From an optimization exercise on the open Yosys and OpenROAD flow, aimed at small area; shortcuts taken in it are not production practice. Only simulation tests tie the RTL to the original design; equivalence was not proved. No activity file was given, so power comes from the tool's default toggle rates.

$ cat design/flow/config.mk
export PLATFORM = sky130hd
export DESIGN_NAME = ram_dp_clr_top
export DESIGN_NICKNAME = ram_dp_clr_top
export VERILOG_FILES = /design/flow/design.v
export SDC_FILE = /design/flow/constraint.sdc
export NUM_CORES = 4
export LEC_CHECK = 0
export CAP_MARGIN = 20
export CORE_MARGIN = 2
export CORE_UTILIZATION = 55
export PLACE_DENSITY = 0.65
export SLEW_MARGIN = 20
export SYNTH_HIERARCHICAL = 1
export SYNTH_MEMORY_MAX_BITS = 8192
export SYNTH_MINIMUM_KEEP_SIZE = 0
$ cat design/flow/constraint.sdc
create_clock -name core_clock -period 5.0 [get_ports {i_clk}]
set_input_delay 1.0000 -clock core_clock [delete_from_list [all_inputs] [get_ports {i_clk}]]
set_output_delay 1.0000 -clock core_clock [all_outputs]
set_load 0.01 [all_outputs]
$ cat design/flow/design.v
`default_nettype none
module ram_dp_clr #(
    parameter int                    ADDR_WIDTH  = 8,
    parameter int                    DATA_WIDTH  = 16,
    parameter int                    DEPTH       = 2**ADDR_WIDTH,
    parameter int                    RDW_MODE    = 0,
    parameter logic [DATA_WIDTH-1:0] CLEAR_VALUE = '0
) (
    input  logic                    i_clk,
    input  logic                    i_rst_n,
    input  logic                    i_we,
    input  logic [ADDR_WIDTH-1:0]   i_waddr,
    input  logic [DATA_WIDTH-1:0]   i_wdata,
    input  logic [DATA_WIDTH/8-1:0] i_wmask,
    input  logic                    i_re,
    input  logic [ADDR_WIDTH-1:0]   i_raddr,
    output logic [DATA_WIDTH-1:0]   or_rdata,
    output logic                    or_rvalid,
    input  logic                    i_clear,
    output logic                    o_busy
);
    localparam int                  c_NBYTES  = DATA_WIDTH / 8;
    localparam logic [ADDR_WIDTH:0]   c_DEPTH_X = (ADDR_WIDTH+1)'(DEPTH);
    localparam logic [ADDR_WIDTH-1:0] c_LAST    = ADDR_WIDTH'(DEPTH - 1);
    localparam int                  c_LO_W    = (ADDR_WIDTH > 4) ? 4 : ADDR_WIDTH;
    localparam int                  c_HI_W    = ADDR_WIDTH - c_LO_W;
    localparam int                  c_NLO     = 2**c_LO_W;
    localparam int                  c_NHI     = (DEPTH + c_NLO - 1) / c_NLO;
    if (DATA_WIDTH % 8 != 0) begin : g_chk_data_width
        $error("ram_dp_clr: DATA_WIDTH must be a multiple of 8");
    end
    if ((DEPTH < 1) || (DEPTH > 2**ADDR_WIDTH)) begin : g_chk_depth
        $error("ram_dp_clr: DEPTH must be in 1 .. 2**ADDR_WIDTH");
    end
    logic                   r_busy;
    logic [ADDR_WIDTH-1:0]  r_cnt;
    always_ff @(posedge i_clk or negedge i_rst_n) begin
        if (!i_rst_n) begin
            r_busy <= 1'b1;
            r_cnt  <= '0;
        end else if (r_busy) begin
            if (r_cnt == c_LAST) begin
                r_busy <= 1'b0;
            end else begin
                r_cnt  <= r_cnt + 1'b1;
            end
        end else if (i_clear) begin
            r_busy <= 1'b1;
            r_cnt  <= '0;
        end
    end
    assign o_busy = r_busy;
    logic [c_NHI-1:0]                   w_whi;
    logic [c_NLO-1:0][c_NBYTES-1:0]     w_wlo;
    logic [DATA_WIDTH-1:0]              w_wd;
    always_comb begin
        for (int g = 0; g < c_NHI; g++) begin
            w_whi[g] = r_busy | (i_we && (i_waddr >> c_LO_W) == g);
        end
        for (int j = 0; j < c_NLO; j++) begin
            for (int k = 0; k < c_NBYTES; k++) begin
                w_wlo[j][k] = r_busy | (i_wmask[k] && i_waddr[c_LO_W-1:0] == j);
            end
        end
    end
    assign w_wd = r_busy ? CLEAR_VALUE : i_wdata;
    logic [c_NHI-1:0]       w_rhi;
    logic [c_NLO-1:0]       w_rlo;
    logic [DEPTH-1:0]       w_rsel;
    always_comb begin
        for (int g = 0; g < c_NHI; g++) begin
            w_rhi[g] = ((i_raddr >> c_LO_W) == g);
        end
        for (int j = 0; j < c_NLO; j++) begin
            w_rlo[j] = (i_raddr[c_LO_W-1:0] == j);
        end
    end
    logic [DEPTH-1:0][DATA_WIDTH-1:0] w_words;
    for (genvar w = 0; w < DEPTH; w++) begin : g_word
        logic [DATA_WIDTH-1:0] r_word;
        for (genvar k = 0; k < c_NBYTES; k++) begin : g_byte
            always_ff @(posedge i_clk) begin
                if (w_whi[w / c_NLO] && w_wlo[w % c_NLO][k]) begin
                    r_word[8*k +: 8] <= w_wd[8*k +: 8];
                end
            end
        end
        assign w_words[w] = r_word;
        assign w_rsel[w]  = w_rhi[w / c_NLO] & w_rlo[w % c_NLO];
    end
    localparam int          c_NGRP = (DEPTH + 2) / 3;
    logic [3*c_NGRP-1:0]    w_rsel3;
    logic [DATA_WIDTH-1:0]  w_rd_mem;
    assign w_rsel3 = (3*c_NGRP)'(w_rsel);
    for (genvar b = 0; b < DATA_WIDTH; b++) begin : g_rbit
        logic [3*c_NGRP-1:0] w_col;
        logic [c_NGRP-1:0]   w_grp_n;
        for (genvar w = 0; w < 3*c_NGRP; w++) begin : g_col
            if (w < DEPTH) begin : g_in
                assign w_col[w] = w_words[w][b];
            end else begin : g_pad
                assign w_col[w] = 1'b0;
            end
        end
        for (genvar t = 0; t < c_NGRP; t++) begin : g_grp
            ram_dp_clr_ao222 u_ao (
                .i_a0(w_rsel3[3*t]),   .i_b0(w_col[3*t]),
                .i_a1(w_rsel3[3*t+1]), .i_b1(w_col[3*t+1]),
                .i_a2(w_rsel3[3*t+2]), .i_b2(w_col[3*t+2]),
                .o_y_n(w_grp_n[t])
            );
        end
        assign w_rd_mem[b] = ~(&w_grp_n);
    end
    logic                   w_raddr_ok;
    logic                   w_collide;
    logic [DATA_WIDTH-1:0]  w_rd_next;
    assign w_raddr_ok = ({1'b0, i_raddr} < c_DEPTH_X);
    assign w_collide  = (RDW_MODE != 0) && i_we && w_raddr_ok && (i_waddr == i_raddr);
    always_comb begin
        w_rd_next = w_rd_mem;
        for (int k = 0; k < c_NBYTES; k++) begin
            if (w_collide && i_wmask[k]) begin
                w_rd_next[8*k +: 8] = i_wdata[8*k +: 8];
            end
        end
    end
    always_ff @(posedge i_clk or negedge i_rst_n) begin
        if (!i_rst_n) begin
            or_rdata  <= '0;
            or_rvalid <= 1'b0;
        end else if (!r_busy && i_re) begin
            or_rdata  <= w_rd_next;
            or_rvalid <= 1'b1;
        end else begin
            or_rvalid <= 1'b0;
        end
    end
endmodule
`default_nettype wire
`default_nettype none
module ram_dp_clr_ao222 (
    input  logic i_a0,
    input  logic i_b0,
    input  logic i_a1,
    input  logic i_b1,
    input  logic i_a2,
    input  logic i_b2,
    output logic o_y_n
);
    assign o_y_n = ~((i_a0 & i_b0) | (i_a1 & i_b1) | (i_a2 & i_b2));
endmodule
`default_nettype wire
`default_nettype none
module ram_dp_clr_top (
    input  logic        i_clk,
    input  logic        i_rst_n,
    input  logic        i_we,
    input  logic [7:0]  i_waddr,
    input  logic [15:0] i_wdata,
    input  logic [1:0]  i_wmask,
    input  logic        i_re,
    input  logic [7:0]  i_raddr,
    output logic [15:0] or_rdata,
    output logic        or_rvalid,
    input  logic        i_clear,
    output logic        o_busy
);
    ram_dp_clr #(
        .ADDR_WIDTH  (8),
        .DATA_WIDTH  (16),
        .DEPTH       (240),
        .RDW_MODE    (1),
        .CLEAR_VALUE (16'hA5A5)
    ) u_ram (
        .i_clk     (i_clk),
        .i_rst_n   (i_rst_n),
        .i_we      (i_we),
        .i_waddr   (i_waddr),
        .i_wdata   (i_wdata),
        .i_wmask   (i_wmask),
        .i_re      (i_re),
        .i_raddr   (i_raddr),
        .or_rdata  (or_rdata),
        .or_rvalid (or_rvalid),
        .i_clear   (i_clear),
        .o_busy    (o_busy)
    );
endmodule
`default_nettype wire
$ cat design/flow/run.sh
#!/bin/bash
# synth_recipe.tcl (not shown) runs the flow's synth.tcl, then flattens the netlist and writes it again
# the make line also repeats each setting of config.mk as NAME=value (left out here)
make -C /OpenROAD-flow-scripts/flow DESIGN_CONFIG=/design/flow/config.mk WORK_HOME=/design/flow/orfs CLKGATE_MAP_FILE= SYNTH_SCRIPT=/design/flow/synth_recipe.tcl finish
==> impl.org, run 1 <==
** Outcome
- Status :: failed layout checks
- SO Viols :: negative setup slack

** Routing
- DRT Pass-1 Iters :: 10
- Using the TritonRoute via totals, the vias-per-cell ratio works out to 7.35.
- Routed length per instance :: 38.7 µm
- Wirelength, routed :: 428000 µm
- Starting DRT DRC Count :: 19500
- Antenna Nets Post-Route :: 0
- DRC errors left :: 0
- Via total after detailed routing :: 81400

** STA
- The number of hold violations in the final report was 0.
- Setup violations remaining at the end of the flow were counted as 1.
- The final-report max-slew violation count came to 0.
- Tcrit/Tclk final :: 106%
- Clock skew on the completed layout was measured at 59.9 ps.
- Measured against its own limit, the worst slew margin works out to 15.4%.
- Worst hold slack :: 105 ps
- Timing would allow up to 188 MHz.
- Fin crit period :: 5310 ps
- Final setup margin :: -311 ps
- Transition time of the tightest slew-check pin :: 1270 ps
- RSZ-0062 raised after global routing :: false

** Pwr
- In this run the power spent charging and discharging nets is 17200 µW.
- The analysis attributes to cell leakage a power of 0.0516 µW.
- In this run, the clock network consumes 37.3% of the power.
- Internal cell power :: 57400 µW
- Part of the total power dissipated in combinational logic :: 6.8%
- In this run the power density over the cells is 471 nW/µm².
- Fraction of power spent switching nets :: 23.0%
- Reg power frac :: 56.0%
- Across the VDD grid, the largest voltage drop is 0.325 mV.

** Clock network
- Post-CTS Setup Bufs :: 0
- For the worst-skew pair, the clock arrives at the later sink with an insertion delay of 990 ps.
- H-tree depth :: 5
- Clock-pin slew was measured on the worst setup and hold paths at 60 ps.
- No sink is reached through more buffers than the 4 on the longest clock path.
- Buffers inserted during clock tree synthesis total 386.
- Cell at the root of the clock tree :: sky130_fd_sc_hd__clkbuf_16
- TritonCTS built the clock tree.
- Number of gates resized after CTS :: 0
- Number of sinks on the clock net :: 3866
- Post-CTS Hold Fix Bufs :: 0

** Logic synthesis
- Number of nets in the synthesized netlist :: 6704
- Of the synthesized area, sequential elements account for 85.3%.
- Counting flops and latches in the post-synthesis netlist gives 3866.
- In the synthesized netlist, the number of instances is 6664.
- Post-synth cell types :: 40
- In this run the cell area of the synthesized design comes to 136000 µm².
- Warnings from Yosys :: 7
- Mean instance size in the synthesized netlist :: 20.4 µm²

** Setup path
- WS Path Type :: in -> reg
- STA puts the critical path data required time at 5840 ps.
- STA classifies the critical path endpoint as a flop.
- Critical path startpoint category :: input pin
- Data arrives at the worst endpoint at 6150 ps.
- Maximum net fanout on the critical path :: 16

** Placed design
- Routability-driven placement congestion ratio :: 0.966
- The wire-length estimate of the detail-placed layout is 277000 µm.
- I/O Buffers :: 56
- The placed instances occupy a cell area of 146000 µm².

** Final layout
- The sequential cells in the finished layout cover a total of 116000 µm².
- In the final design database the tool counted 7601 nets.
- With fillers left out, the area of the finished cells amounts to 158000 µm².
- The filler cells instantiated in the layout total 16300.
- Area growth syn-to-layout :: 16.4%
- Summing all multi-input logic gate instances after layout gives 20400 µm².
- In the final layout, the share of cells above drive strength 1 is 16.0%.

** Global route
- The number of antenna violations at the first check in global routing came to 22.
- Overall fraction of global-route tracks in use :: 33.6%
- The first global-routing pass estimated 589000 µm of wire.
- Maximum number of pins on one net before global-route repair :: 145
- Global route total overflow :: 0
- Vias in the first global route :: 76500

** Flow run
- The tool flagged a number of max-cap violations equal to 0.

** Floorplan
- Die Width :: 501 µm
- The region available for standard cell placement spans 246000 µm².
- Initial standard-cell utilization of the core :: 55.3%
- The floorplan step defined a die boundary enclosing 251000 µm².
- The floorplan has 182 rows.
- IO Pins :: 57
- The die is 501 µm tall.

** Hold path
- The worst hold path belongs to the class in -> async.
## worst paths after layout
kind | from | to | slack (ps) | cells past startpoint
worst max-delay path | i_raddr[3] | u_ram.or_rdata[7]$_DFFE_PN0P_ | -310 | 14
worst min-delay path | i_rst_n | u_ram.or_rdata[2]$_DFFE_PN0P_ | 110 | 1
worst max register to register | u_ram.g_word[207].r_word[7]$_DFFE_PP_ | u_ram.or_rdata[7]$_DFFE_PN0P_ | 1020 | 8
worst min register to register | u_ram.or_rdata[2]$_DFFE_PN0P_ | u_ram.or_rdata[2]$_DFFE_PN0P_ | 490 | 2
max in group asynchronous | i_rst_n | u_ram.or_rdata[10]$_DFFE_PN0P_ | 4340 | 1
min in group core_clock | u_ram.or_rdata[2]$_DFFE_PN0P_ | u_ram.or_rdata[2]$_DFFE_PN0P_ | 490 | 2
## critical path, cell delays in order
cell                              delay, ps
sky130_fd_sc_hd__clkdlybuf4s50_1        660
sky130_fd_sc_hd__nor2_1                 160
sky130_fd_sc_hd__nand2_1                230
sky130_fd_sc_hd__buf_12                 290
sky130_fd_sc_hd__nor2_1                  90
sky130_fd_sc_hd__buf_4                  210
sky130_fd_sc_hd__a222oi_1              1000
sky130_fd_sc_hd__nand4_1                500
sky130_fd_sc_hd__nor4_1                1090
sky130_fd_sc_hd__nand3_1                210
sky130_fd_sc_hd__buf_4                  210
sky130_fd_sc_hd__nor3_1                 240
sky130_fd_sc_hd__buf_4                  160
sky130_fd_sc_hd__o31ai_1                 50
## cell usage after synthesis, drive strengths merged
library cell,instances,share of area [%]
nor3b,4,0.022
a31oi,3,0.014
o41ai,1,0.0064
clkbuf,127,0.35
and4,7,0.045
or4,8,0.047
xnor2,7,0.056
and2b,1,0.0055
edfxtp,3840,85
nor2,731,2.0
nand4,330,1.5
mux2i,2,0.015
and4b,1,0.0074
inv,4,0.011
nor3,9,0.033
a222oi,1280,9.4
buf,7,0.046
ha,1,0.0092
nor4,74,0.34
a41oi,1,0.0064
o31ai,9,0.050
and3b,3,0.019
dfstp,1,0.019
or2,8,0.037
a21oi,45,0.17
nand3,20,0.074
nand2,49,0.14
o21ai,25,0.092
and2,4,0.018
nor2b,27,0.12
and3,9,0.046
dfrtp,25,0.46
nand4b,1,0.0064
## registers in the layout (all words and copies together) (netlist names)
| signal | cells |
|---|---|
| u_ram.or_rdata | 16 |
| u_ram.g_word.r_word | 3840 |
| u_ram.r_busy | 1 |
| u_ram.or_rvalid | 1 |
| u_ram.r_cnt | 8 |
## placed cells by master (no fill, tap or decap), drive strengths merged, types with 7 or more instances in the layout
master,n
clkdlybuf4s50,55
bufinv,32
edfxtp,3840
a222oi,1280
xnor2,7
nor4,74
inv,11
or4,8
o31ai,9
o21ai,25
nand3,20
clkbuf,476
diode,7
nand2,49
clkinvlp,11
or2,8
clkinv,142
a21oi,45
and3,9
and4,7
dfrtp,25
nor2,731
nor2b,27
nand4,330
buf,588
nor3,9
## power groups by stage
stage                     clock network [µW]  registers [µW]  logic, µW
after floorplan                            0           41900       2290
after global placement                     0           42100       4790
after detailed placement                   0           42300       4950
after CTS                              27900           41700       4950
after global routing                   29200           42000       5220
final                                  27800           41700       5030
## metal layers
layer,share of wire [%],global-route usage [%]
met1,35,46.0
met2,45,50.0
met3,14,8.37
met4,6.2,18.1
met5,0.010,0
## kinds of logic (layout without fill, tap and decap cells)
group	Yosys count	in the layout	synth area share, %
buffers and inverters	138	1315	0.408
multiplexers	2	2	0.0147
XOR/XNOR	7	7	0.0561
adder cells (fa/ha/maj)	1	1	0.00920
other	0	7	0
AO/OA/AOI/OAI	1364	1364	9.75
flip-flops	3866	3866	85.3
AND/OR/NAND/NOR	1286	1286	4.50
## final cells by class
type	instances	area share, %
inverter	4	0.00948
clock inverter	192	1.14
timing repair buffer	643	3.80
antenna	7	0.0111
multi-input combinational	2660	12.9
tap	3220	2.54
clock buffer	476	6.40
sequential	3866	73.2
## through the flow
step	total power [µW]	setup TNS, ps	util (%)	setup WS (ps)	cells
5_1_grt	76400	0	64.4	39.7	11100
3_5_place_dp	47300	-4270	59.5	-991	10400
4_1_cts	74500	0	64.3	33.1	11100
3_3_place_gp	46900	-10900	59.3	-1240	10400
6_report	74500	-311	64.4	-311	11100
2_1_floorplan	44200	-571440	-	-302	6664
==> inputs of run 2 (changes only) <==
==> design/flow/flow/run.sh (new file) <==
#!/bin/bash
# Standard layout, with clock tree synthesis set for large sink clusters
# driven by clkbuf_16 and without dummy balancing loads.
set -euo pipefail
export CTS_ARGS="-sink_clustering_enable -repair_clock_nets -dont_use_dummy_load -buf_list sky130_fd_sc_hd__clkbuf_16 -sink_clustering_size 30 -sink_clustering_max_diameter 60"
bash standard.sh > standard_flow.log 2>&1
==> design/flow/standard.sh (new file) <==
#!/bin/bash
# synth_recipe.tcl (not shown) runs the flow's synth.tcl, then flattens the netlist and writes it again
# the make line also repeats each setting of config.mk as NAME=value (left out here)
make -C /OpenROAD-flow-scripts/flow DESIGN_CONFIG=/design/flow/config.mk WORK_HOME=/design/flow/orfs CLKGATE_MAP_FILE= SYNTH_SCRIPT=/design/flow/synth_recipe.tcl "${@:-finish}"
--- a/design/flow/config.mk
+++ b/design/flow/config.mk
@@ -9,4 +9,5 @@
 export CORE_MARGIN = 2
-export CORE_UTILIZATION = 55
-export PLACE_DENSITY = 0.65
+export CORE_UTILIZATION = 65
+export PLACE_DENSITY = 0.75
+export SETUP_SLACK_MARGIN = 0.4
 export SLEW_MARGIN = 20
removed: design/flow/run.sh
==> impl.org, run 2 <==
** STA
- Setup repair after global routing left no endpoint under its margin.
- Clock skew on the completed layout was measured at 125 ps.
- Adding up every negative setup slack in the final design gives 0 ps.
- Tcrit/Tclk final :: 94.4%
- Fin crit period :: 4720 ps
- Headroom to the max-slew limit came out at 11.8%.
- At the pin with the least slew margin, the transition time is 1320 ps.
- Pins Over Slew Limit :: 0
- Maximum achievable frequency :: 212 MHz
- Total count of hold-check failures in the final report :: 0
- Worst hold slack :: 227 ps
- Setup violations remaining at the end of the flow were counted as 0.

** Routing
- The final layout contains routed wiring with a total length of 406000 µm.
- The first routing iteration left 21700 violations.
- DRT Pass-1 Iters :: 13
- After detailed routing, the number of vias per cell comes to 7.99.
- Detailed-route wire length on metal 1 :: 130000 µm
- In this run the top signal layer used is met5.
- In the routed design, unresolved DRC markers number 0.
- Detailed routing placed a total of 64900 µm of wire on met3.
- Total met2 wirelength after detailed routing :: 183000 µm
- Once detail routing completed, the nets flagged for antenna violations numbered 0.
- Dividing the detail-routed wire length by the instance count gives 40.1 µm.
- For this block, the via count after detailed routing is 81000.

** Placed design
- Routability-driven placement congestion ratio :: 1.01
- In this run the tool buffered the top-level ports with 56 buffer cells.
- Half-perimeter wire length after detailed placement :: 266000 µm
- The number of placed instances, taps included, is 9916.

** Setup path
- Of all nets on the critical path, the largest fanout is 16.
- STA classifies the critical path endpoint as a flop.
- WS Path Type :: in -> reg
- In this design, the stage delay of the slowest critical-path cell is 730 ps.
- Crit path DAT :: 5480 ps
- Max stage delay cell, worst path :: sky130_fd_sc_hd__a222oi_1
- The number of buffers and inverters on the critical path is 2.
- Worst EP required :: 5760 ps
- In this design, the largest share of critical-path delay is due to simple AND/OR/NAND/NOR gates.
- Critical path startpoint category :: input pin
- The signal on the critical path passes through clkdlybuf4s50_1 -> and2b_1 -> nand3_1 -> buf_4 -> nor2_1 -> a222oi_1 -> nand4_1 -> nor4_1 -> and4_1 -> and3_2 -> o21ai_0.

** Clock network
- Cell at the root of the clock tree :: sky130_fd_sc_hd__clkbuf_16
- Number of buffers created by CTS :: 182
- In this run the post-CTS setup repair buffer count came out at 0.
- Post-CTS Hold Fix Bufs :: 0
- Clock tree from TritonCTS :: built
- Number of sinks on the clock net :: 3866
- The H-tree was split into 4 levels.
- Clock-pin slew was measured on the worst setup and hold paths at 90 ps.
- Counting along the longest clock path gives a buffer depth of 3.
- Clock latency at the later pin of the worst-skew pair :: 910 ps

** Floorplan
- The die covers 213000 µm².
- Initial standard-cell utilization of the core :: 65.6%
- Chip height :: 461 µm
- Die Width :: 461 µm
- 57 I/O pins were placed.
- Area of the core :: 207000 µm²
- Row Count :: 167

** Global route
- The first global-routing pass estimated 561000 µm of wire.
- Vias in the first global route :: 75100
- Maximum number of pins on one net before global-route repair :: 241
- Overall fraction of global-route tracks in use :: 37.9%
- Antenna violations before repair :: 43
- After global routing the overflow that remains totals 0.

** Logic synthesis
- The synthesized netlist occupies a cell area of 136000 µm².
- Post-synth EDFFs :: 3840
- Yosys instantiated no cell more often than sky130_fd_sc_hd__edfxtp_1.
- Each instance of the synthesized netlist takes up on average 20.4 µm².
- Number of synthesized register bits :: 3866
- Of all flip-flops after synthesis, the portion carrying an async set or reset was 0.673%.
- The number of nets in the synthesized netlist is 6704.
- Sequential cell area fraction in the yosys report :: 85.3%
- For this run, the number of Yosys warnings is 7.
- Ranking of synthesized cells by instance count :: sky130_fd_sc_hd__edfxtp_1 (3840), sky130_fd_sc_hd__a222oi_1 (1280), sky130_fd_sc_hd__nor2_1 (731)
- Cell accounting for the most synthesized area :: sky130_fd_sc_hd__edfxtp_1
- Most common flop cell mapped by yosys :: sky130_fd_sc_hd__edfxtp_1
- Synthesis produced a netlist whose cell count is 6664.
- By area the synthesized netlist is led by sky130_fd_sc_hd__edfxtp_1 (85%), sky130_fd_sc_hd__a222oi_1 (9.4%), sky130_fd_sc_hd__nor2_1 (2.0%).
- Post-synth cell types :: 40
- Share of the synthesized area in the top cell type :: 84.8%

** Final layout
- The library cell used most frequently in the layout, excluding fill and tap cells, is sky130_fd_sc_hd__edfxtp_1.
- Fraction of the core area covered by cells at the end of the flow :: 72.4%
- Area taken by flip-flops and latches :: 116000 µm²
- Share of final-layout standard cells stronger than drive strength 1 :: 12.2%
- Multi-input gate area :: 20400 µm²
- In the layout the commonest cells are sky130_fd_sc_hd__edfxtp_1 (3840), sky130_fd_sc_hd__a222oi_1 (1280), sky130_fd_sc_hd__nor2_1 (659).
- Number of filler instances in the final layout :: 11700
- Area growth syn-to-layout :: 10.4%
- Net count of the finished layout :: 7354
- Non-Filler Instances :: 10100
- Max FFs per register :: 3840
- The largest registers in the layout are u_ram.g_word.r_word: 3840 flops, u_ram.or_rdata: 16 flops, u_ram.r_cnt: 8 flops.
- Reg with most FFs :: u_ram.g_word.r_word

** Pwr
- Power spread over the standard cell area amounts to 415 nW/µm².
- Summing internal, switching and leakage power gives 62300 µW.
- Worst vdd rail ir drop :: 0.428 mV
- Static Leak :: 0.0477 µW

** Hold path
- Path type of the worst min-delay path :: in -> async

** Flow run
- The tool flagged a number of max-cap violations equal to 0.

** Outcome
- Status :: timing/DRC/antenna clean
[run 2: kinds of logic after synthesis]
family	count (synthesis)	synth area share, %
AOI/OAI and AO/OA	1364	9.75
muxes	2	0.0147
DFF	3866	85.3
buffers and inverters	138	0.408
xor gates and xnor gates	7	0.0561
and+or+nand+nor	1286	4.50
adders and majority gates	1	0.00920
[run 2: what timing repair did]
action                                  4_1_cts  5_1_grt
endpoints found under the setup margin        3        3
resized for setup                             3        4
cloned                                        0        0
[run 2: worst paths after layout]
check,depth (start not counted),slack (ps),endpoint,from
max,11,280,u_ram.or_rdata[9]$_DFFE_PN0P_,i_raddr[4]
min,1,230,u_ram.r_cnt[5]$_DFFE_PN0P_,i_rst_n
max reg2reg,4,1670,u_ram.g_word[69].r_word[5]$_DFFE_PP_,u_ram.r_busy$_DFF_PN1_
min reg2reg,1,490,u_ram.r_cnt[7]$_DFFE_PN0P_,u_ram.r_cnt[7]$_DFFE_PN0P_
max in group asynchronous,1,4110,u_ram.or_rdata[9]$_DFFE_PN0P_,i_rst_n
min in group core_clock,1,490,u_ram.r_cnt[7]$_DFFE_PN0P_,u_ram.r_cnt[7]$_DFFE_PN0P_
[run 2: cell type report]
cell class                 instances  area share [%]
sequential                      3866            77.2
multi-input combinational       2660            13.6
timing repair buffer             600            3.70
clock buffer                     182            3.03
tap                             2788            2.32
antenna                           40          0.0667
inverter                           4          0.0100
[run 2: power breakdown]
group	switching [µW]	total [µW]	leakage [µW]	internal, µW
combinational	4130	4980	0.00840	845
sequential	1260	41700	0.0371	40500
clock	9100	15600	0.00224	6490
total	14500	62300	0.0477	47800
[run 2: per-layer routing]
metal	GRT usage [%]	vias to the layer above
li1	-	31400
met1	50.9	40300
met2	56.5	8085
met3	10.9	1262
met4	21.5	36
met5	0.413	-
[run 2: through the flow]
step / setup WS, ps / instance area, µm²
6_report: 279 / 150000
5_1_grt: 393 / 150000
4_1_cts: 411 / 150000
3_5_place_dp: -593 / 145000
3_3_place_gp: -1020 / 145000
2_1_floorplan: -302 / 136000
==> inputs of run 3 (changes only) <==
==> design/flow/flow/run.sh (replaced) <==
#!/bin/bash
# Standard layout, with clock tree synthesis set for large sink clusters
# driven by clkbuf_16 and without dummy balancing loads.
set -euo pipefail
export CTS_ARGS="-sink_clustering_enable -repair_clock_nets -dont_use_dummy_load -buf_list sky130_fd_sc_hd__clkbuf_16 -sink_clustering_size 25 -sink_clustering_max_diameter 60"
bash standard.sh > standard_flow.log 2>&1
--- a/design/flow/config.mk
+++ b/design/flow/config.mk
@@ -7,3 +7,3 @@
 export LEC_CHECK = 0
-export CAP_MARGIN = 20
+export CAP_MARGIN = 40
 export CORE_MARGIN = 2
@@ -11,4 +11,4 @@
 export PLACE_DENSITY = 0.75
-export SETUP_SLACK_MARGIN = 0.4
-export SLEW_MARGIN = 20
+export SETUP_SLACK_MARGIN = 0.5
+export SLEW_MARGIN = 30
 export SYNTH_HIERARCHICAL = 1
==> impl.org, run 3 <==
** Setup path
- Crit path top cell by count :: sky130_fd_sc_hd__buf_4
- Worst EP required :: 5740 ps
- The worst setup path is launched from an input pin.
- The critical path goes through clkdlybuf4s50_1 -> nor2b_1 -> nand2_1 -> nor2_1 -> buf_4 -> buf_4 -> a222oi_1 -> nand4_1 -> nor4_4 -> buf_4 -> nand2_1 -> nor3_1 -> o31ai_1.
- The worst setup path is of the in -> reg kind.
- The largest single stage delay on the critical path is 720 ps.
- Register-to-register path setup slack :: 1720 ps
- Maximum net fanout on the critical path :: 10
- At the worst endpoint, the arrival time is 5310 ps.
- Kind of capture point of the worst setup path :: flop
- Max stage delay cell, worst path :: sky130_fd_sc_hd__clkdlybuf4s50_1

** Clock network
- TritonCTS built the clock tree.
- Cell at the root of the clock tree :: sky130_fd_sc_hd__clkbuf_16
- The clock passes through at most 3 buffers.
- CTS built an H-tree with a depth of 4.
- Post-CTS timing repair inserted 0 buffers for setup.
- Number of sinks on the clock net :: 3866
- Clock transition at path regs :: 100 ps
- Clock latency at the later pin of the worst-skew pair :: 880 ps
- Clock tree synthesis inserted a total of 192 buffers.

** Logic synthesis
- Syn Inst Count :: 6664
- Sequential elements use 85.3% of the synthesized area.
- Warnings from Yosys :: 7
- Post-synth cell types :: 40
- Averaged over all synthesized cells, the footprint is 20.4 µm².
- Ranking of synthesized cells by instance count :: sky130_fd_sc_hd__edfxtp_1 (3840), sky130_fd_sc_hd__a222oi_1 (1280), sky130_fd_sc_hd__nor2_1 (731)
- Cell accounting for the most synthesized area :: sky130_fd_sc_hd__edfxtp_1
- Library cell with the highest instance count after synthesis :: sky130_fd_sc_hd__edfxtp_1
- Share of flip-flops with an asynchronous set or reset after synthesis :: 0.673%
- The mapped netlist covers 136000 µm².
- Number of nets in the synthesized netlist :: 6704
- Post-synth EDFFs :: 3840
- Number of synthesized register bits :: 3866
- Ranked by total cell area, the synthesized netlist is headed by sky130_fd_sc_hd__edfxtp_1 (85%), sky130_fd_sc_hd__a222oi_1 (9.4%), sky130_fd_sc_hd__nor2_1 (2.0%).
- After synthesis, the largest area contributor takes up 84.8% of total cell area.
- For this run, the leading register cell type out of synthesis is sky130_fd_sc_hd__edfxtp_1.

** Placed design
- Routability-driven placement finished with a final weighted congestion of 1.01.
- In this run the cell area measured after placement is 146000 µm².
- Once placement completed, the tool counted placed cells totaling 9971.
- Summed over all nets, the half-perimeter wirelength after detailed placement is 270000 µm.
- Setup Slack @ Placement :: -511 ps
- Input and output buffers added on the ports amount to 56.

** STA
- Setup repair after global routing left no endpoint under its margin.
- Pins Over Slew Limit :: 0
- Transition time of the tightest slew-check pin :: 1090 ps
- Fin crit period :: 4570 ps
- Maximum achievable frequency :: 219 MHz
- Clock skew :: 75.2 ps
- Worst slew margin relative to its limit :: 27.6%
- Total count of hold-check failures in the final report :: 0
- Setup violations remaining at the end of the flow were counted as 0.
- Tcrit/Tclk final :: 91.4%
- Setup slack on the critical path of the routed design comes to 431 ps.

** Floorplan
- Row Count :: 167
- Total die area :: 213000 µm²
- 57 I/O pins were placed.
- Chip height :: 461 µm
- Die Width :: 461 µm
- The initial utilization of the core area, before any placement, comes to 65.6%.
- Area of the core :: 207000 µm²

** Final layout
- The sequential cells in the finished layout cover a total of 116000 µm².
- The library cell used most frequently in the layout, excluding fill and tap cells, is sky130_fd_sc_hd__edfxtp_1.
- For this run, the number of standard cells in the final layout without fillers is 10200.
- Number of filler instances in the final layout :: 11600
- Design area :: 152000 µm²
- Cells fill 73.1% of the core in the end.
- Reg with most FFs :: u_ram.g_word.r_word
- From synthesis to final layout, the design area changed by 11.4%.
- Multi-input gate area :: 20500 µm²
- In the final design database the tool counted 7468 nets.
- The largest registers in the layout are u_ram.g_word.r_word: 3840 flops, u_ram.or_rdata: 16 flops, u_ram.r_cnt: 8 flops.
- Share of final-layout standard cells stronger than drive strength 1 :: 13.8%
- Max FFs per register :: 3840
- In the layout the commonest cells are sky130_fd_sc_hd__edfxtp_1 (3840), sky130_fd_sc_hd__a222oi_1 (1280), sky130_fd_sc_hd__nor2_1 (645).

** Pwr
- Summed over all cells, the static leakage comes to 0.0485 µW.
- Power per cell area :: 415 nW/µm²
- The worst-case IR drop observed on VDD is 0.453 mV.

** Hold path
- The path class of the tightest hold or removal check is reg -> reg.

** Global route
- Antenna violations before repair :: 44
- Maximum number of pins on one net before global-route repair :: 163
- For this run, the total global-route usage over all layers was measured as 38.1%.
- Vias in the first global route :: 75500
- For this run the aggregate overflow at the end of global routing stands at 0.
- First-pass GRT wire length :: 563000 µm

** Routing
- Drt via density :: 7.96
- The first detailed-routing pass took 19 iterations.
- Via total after detailed routing :: 81600
- Wirelength, routed :: 410000 µm
- In this run, the number of DRC markers left after iteration 0 of detailed routing was 21500.
- In this run the remaining antenna-violating nets after routing total 0.
- Dividing the detail-routed wire length by the instance count gives 40.0 µm.
- DRC errors left :: 0

** Flow run
- Max-cap viol count :: 0

** Outcome
- The run finished with no timing, DRC or antenna violations.
[run 3: changes by cell type in the layout (fill, tap and decap cells not counted), sizes merged]
cell         delta
buf            +81
clkbuf         +32
diode           -9
dlygate4sd3     +1
[run 3: metal layers]
| layer | vias to the layer above | global-route usage (%) | share of wire (%) |
|---|---|---|---|
| li1 | 31600 | - | - |
| met1 | 40500 | 50.5 | 32 |
| met2 | 8088 | 56.0 | 45 |
| met3 | 1388 | 11.4 | 16 |
| met4 | 40 | 23.6 | 7.5 |
| met5 | - | 0 | 0.075 |
[run 3: metrics by stage]
stage / hold WS (ps) / power, µW / TNS [ps]
finish: 491 / 62900 / 0
detailed placement: 479 / 47300 / -3750
global placement: 466 / 46800 / -7800
CTS: 489 / 62500 / 0
floorplan: 445 / 44200 / -571440
global route: 503 / 64200 / 0
[run 3: cell families (layout without fill, tap and decap cells)]
| logic type | count (synthesis) | in the layout | share of synthesized area (%) |
|---|---|---|---|
| xor gates and xnor gates | 7 | 7 | 0.0561 |
| AOI/OAI and AO/OA | 1364 | 1364 | 9.75 |
| buffers and inverters | 138 | 900 | 0.408 |
| muxes | 2 | 2 | 0.0147 |
| adders and majority gates | 1 | 1 | 0.00920 |
| and+or+nand+nor | 1286 | 1286 | 4.50 |
| DFF | 3866 | 3866 | 85.3 |
| other | 0 | 31 | 0 |
[run 3: worst paths after layout]
kind,endpoint,from,cells past startpoint
setup / recovery,u_ram.or_rdata[7]$_DFFE_PN0P_,i_raddr[5],13
hold / removal,u_ram.r_cnt[7]$_DFFE_PN0P_,u_ram.r_cnt[7]$_DFFE_PN0P_,1
setup reg to reg,u_ram.g_word[209].r_word[5]$_DFFE_PP_,u_ram.r_busy$_DFF_PN1_,5
hold reg to reg,u_ram.r_cnt[7]$_DFFE_PN0P_,u_ram.r_cnt[7]$_DFFE_PN0P_,1
max in group asynchronous,u_ram.or_rdata[9]$_DFFE_PN0P_,i_rst_n,3
min in group asynchronous,u_ram.r_cnt[5]$_DFFE_PN0P_,i_rst_n,2
[run 3: timing repair]
action | 4_1_cts | 5_1_grt
hold buffers | 1 | 0
gates resized for setup | 3 | 9
hold endpoints to repair | 9 | 0
setup endpoints to repair | 3 | 12
[run 3: area by class of cell]
class,instances,share of cell area [%]
flip-flops and latches,3866,76.5
multi-input cells,2660,13.5
repair buffers,704,4.42
clock buffers,192,3.17
well taps,2788,2.30
diodes,31,0.0512
inverters,4,0.00991
[run 3: report_power, final]
| group | internal [µW] | switching [µW] | leakage (µW) |
|---|---|---|---|
| combinational | 949 | 4160 | 0.00907 |
| sequential | 40500 | 1260 | 0.0371 |
| clock | 6820 | 9200 | 0.00237 |
[run 3: worst max-delay path: cells and delay by family]
family	cells	cell delay, ps
compound gates	2	670
buf+inv	4	1330
simple gates	7	2280

==> afterwards: timing with drivers on the ports <==
No port has a modelled driver above. Below, the same layouts with a new extraction and two added sets of constraints. Step 1 assumes that a clkbuf_16 drives the clock port and a buf_2 every other input. Step 2 adds t to the input delays and takes it off the output delays; t is the mean of the earliest and latest rising clock arrival at the registers after step 1. Input paths then give back, and output paths get back, about the clock's delay inside the block. Three values: no drivers, after step 1, after step 2; two values: the first two.
run	t (ns)	setup WS [ns]	hold slack, ns	worst setup path after step 2
run 1	1.077	-0.311 / -0.234 / -1.311	0.105 / 0.019 / 0.490	input to register
run 2	0.942	0.279 / 0.350 / -0.592	0.227 / 0.155 / 0.491	input to register
run 3	0.950	0.431 / 0.486 / -0.463	0.491 / 0.467 / 0.491	input to register
With both steps, setup timing fails in run 2 and run 3, where it was met with ideal ports. For run 1, which loses most, drivers alone change the setup slack by +0.077 ns; drivers and shift together by -1.000 ns.
